From an optimization exercise on the open Yosys and OpenROAD flow, aimed at small area and a short achievable clock period; shortcuts taken in it are not production practice. RTL that was checked went through simulation tests only; none was proved equivalent to the original. Power figures rest on the tool's default switching activity, not on a simulated workload.

// adder_tree_25
module adder_tree_25 (
    input  logic         clk,
    input  logic         rst,
    input  logic         in_valid,
    input  logic [399:0] in_data,
    output logic         res_valid,
    output logic [15:0]  res
);
    wire s1;
    wire c2;
    wire s3;
    wire c4;
    wire s5;
    wire c6;
    wire s7;
    wire c8;
    wire s9;
    wire c10;
    wire s11;
    wire c12;
    wire s13;
    wire c14;
    wire s15;
    wire c16;
    wire s17;
    wire c18;
    wire s19;
    wire c20;
    wire s21;
    wire c22;
    wire s23;
    wire c24;
    wire s25;
    wire c26;
    wire s27;
    wire c28;
    wire s29;
    wire c30;
    wire s31;
    wire c32;
    wire s33;
    wire c34;
    wire s35;
    wire c36;
    wire s37;
    wire c38;
    wire s39;
    wire c40;
    wire s41;
    wire c42;
    wire s43;
    wire c44;
    wire s45;
    wire c46;
    wire s47;
    wire c48;
    wire s49;
    wire c50;
    wire s51;
    wire c52;
    wire s53;
  ...
export LEC_CHECK = 0
export CAP_MARGIN = 20
export CORE_MARGIN = 2
export CORE_UTILIZATION = 40
export SETUP_SLACK_MARGIN = 0.8
export SLEW_MARGIN = 20
create_clock -name core_clock -period 3.0 [get_ports {clk}]
standard.sh (not shown) runs the stock make flow with config.mk's settings and CLKGATE_MAP_FILE= SYNTH_SCRIPT=/design/flow/synth_recipe.tcl, a recipe that flattens the netlist after the stock synthesis.
==> flow/flow/run.sh <==
#!/bin/bash
# Own layout flow: the standard flow (standard.sh) with two changes.
#  1. After the standard synthesis, fapol.py re-chooses the polarity of the
#     full-adder cells so that the inverters extract_fa leaves around them go;
#     a Yosys equivalence proof against the standard netlist must pass, else
#     the standard netlist is kept.
#  2. Port buffers are sky130_fd_sc_hd__buf_1 (every port still gets one).
# Each tool writes its full output to a log file of its own in this folder.
set -uo pipefail
export BUFFER_PORTS_ARGS="-buffer_cell sky130_fd_sc_hd__buf_1"
HERE=$(pwd)
bash standard.sh synth > synth.log 2>&1 || exit 1
NET=$HERE/orfs/results/sky130hd/adder_tree_25/base/1_2_yosys.v
cp "$NET" "$HERE/netlist_standard.v"
if python3 "$HERE/flow/fapol.py" "$HERE/netlist_standard.v" "$HERE/netlist_fapol.v" > fapol.log 2>&1; then
  cat > equiv.ys <<EOT
read_liberty -ignore_miss_func $FLOW_HOME/platforms/sky130hd/lib/sky130_fd_sc_hd__tt_025C_1v80.lib
read_verilog $HERE/netlist_standard.v
rename $FLOW_TOP gold
read_verilog $HERE/netlist_fapol.v
rename $FLOW_TOP gate
setattr -mod -unset top gold gate
flatten gold gate
rename -hide gold/w:_* gate/w:_*
equiv_make gold gate eq
hierarchy -top eq
equiv_simple -seq 0
equiv_induct
equiv_status -assert
EOT
  if yosys -s equiv.ys > equiv.log 2>&1; then
    cp "$HERE/netlist_fapol.v" "$NET"
    touch "$NET"
    echo "fapol netlist used" >> fapol.log
  else
    echo "equivalence failed: standard netlist kept" >> fapol.log
  fi
fi
bash standard.sh finish > finish.log 2>&1
Other scripts of this flow, unchanged in this note and not shown: flow/flow/fapol.py
Next try:
--- a/flow/design.v
+++ b/flow/design.v
@@ -838,12 +838,14 @@
     wire s693;
     wire c694;
     wire s695;
     wire c696;
     wire s697;
     logic [15:0] row_a, row_b;
+    logic [10:0] lo_sum, lo_q;
+    logic [5:0] hi_a_q, hi_b_q;
     logic [15:0] sum;
     assign s1 = in_data[0] ^ in_data[16] ^ in_data[32];
     assign c2 = (in_data[0] & in_data[16]) | (in_data[0] & in_data[32]) | (in_data[16] & in_data[32]);
     assign s3 = in_data[48] ^ in_data[64] ^ in_data[80];
     assign c4 = (in_data[48] & in_data[64]) | (in_data[48] & in_data[80]) | (in_data[64] & in_data[80]);
     assign s5 = in_data[96] ^ in_data[112] ^ in_data[128];
@@ -1516,13 +1518,14 @@
     assign c694 = (p2_c13_0 & p2_c13_1) | (p2_c13_0 & p2_c13_2) | (p2_c13_1 & p2_c13_2);
     assign s695 = p2_c14_0 ^ p2_c14_1 ^ p2_c14_2;
     assign c696 = (p2_c14_0 & p2_c14_1) | (p2_c14_0 & p2_c14_2) | (p2_c14_1 & p2_c14_2);
     assign s697 = p2_c15_0 ^ p2_c15_1 ^ p2_c15_2;
     assign row_a = {c696, c694, c692, c690, c688, c686, c684, c682, c680, c678, c676, s675, p2_c3_0, p2_c2_0, p2_c1_0, p2_c0_0};
     assign row_b = {s697, s695, s693, s691, s689, s687, s685, s683, s681, s679, s677, 1'b0, p2_c3_1, 1'b0, 1'b0, 1'b0};
-    assign sum = row_a + row_b;
+    assign lo_sum = {1'b0, row_a[9:0]} + {1'b0, row_b[9:0]};
+    assign sum = {hi_a_q + hi_b_q + {5'd0, lo_q[10]}, lo_q[9:0]};
     always_ff @(posedge clk) begin
         p1_c0_0 <= s413;
         p1_c1_0 <= s271;
         p1_c1_1 <= c414;
         p1_c1_2 <= s415;
         p1_c1_3 <= s417;
@@ -1676,27 +1679,30 @@
         p2_c14_0 <= s641;
         p2_c14_1 <= c670;
         p2_c14_2 <= s671;
         p2_c15_0 <= s645;
         p2_c15_1 <= c672;
         p2_c15_2 <= s673;
+        lo_q <= lo_sum;
+        hi_a_q <= row_a[15:10];
+        hi_b_q <= row_b[15:10];
     end
-    logic [1:0] vpipe;
+    logic [2:0] vpipe;
     always_ff @(posedge clk) begin
         if (!rst) begin
             vpipe <= '0;
         end else begin
-            vpipe <= {vpipe[0:0], in_valid};
+            vpipe <= {vpipe[1:0], in_valid};
         end
     end
     always_ff @(posedge clk) begin
         if (!rst) begin
             res_valid <= 1'b0;
             res       <= '0;
         end else begin
-            res_valid <= vpipe[1];
-            if (vpipe[1]) begin
+            res_valid <= vpipe[2];
+            if (vpipe[2]) begin
                 res <= sum;
             end
         end
     end
 endmodule
Outcome: Power came out lower by 9.0%. Design area came out higher by about 2.6%. Cell count came out higher by 1.1%. Clock power came out higher by 22%. Combinational power came out lower by about 30%. Fmax came out higher by 15%.
For the first run of this note, only the layout was checked, not whether the RTL still works.

==> re-timing with driven ports <==
Ports are ideal in the flow. The routed layouts listed here were re-timed in OpenROAD.
Step 1 sets driving cells, clkbuf_16 on the clock port and buf_2 on the other inputs (assumed; they add their load-dependent delay and slew).
Step 2 moves the port delays by t, midway between the first and last clock arrival at a register: inputs arrive t later, outputs are due t later. That takes back most of the time a late clock gives input paths.
Slacks: no drivers / after step 1 / after step 2; pairs: no drivers / after step 1.
run	t (ns)	slack for setup (ns)	worst setup path after step 2	worst register clock-pin slew, ns	worst slew at a driven data input, ns
the first run	0.472	0.652 / 0.652 / 0.584	input to register	0.08 / 0.08	0.11
the second run	0.543	0.963 / 0.963 / 0.542	input to register	0.06 / 0.06	0.10
After both steps setup and hold are still met in every run listed. The setup slack of the second run, which loses most, moves by 0.000 ns with the drivers and by -0.421 ns with both steps.
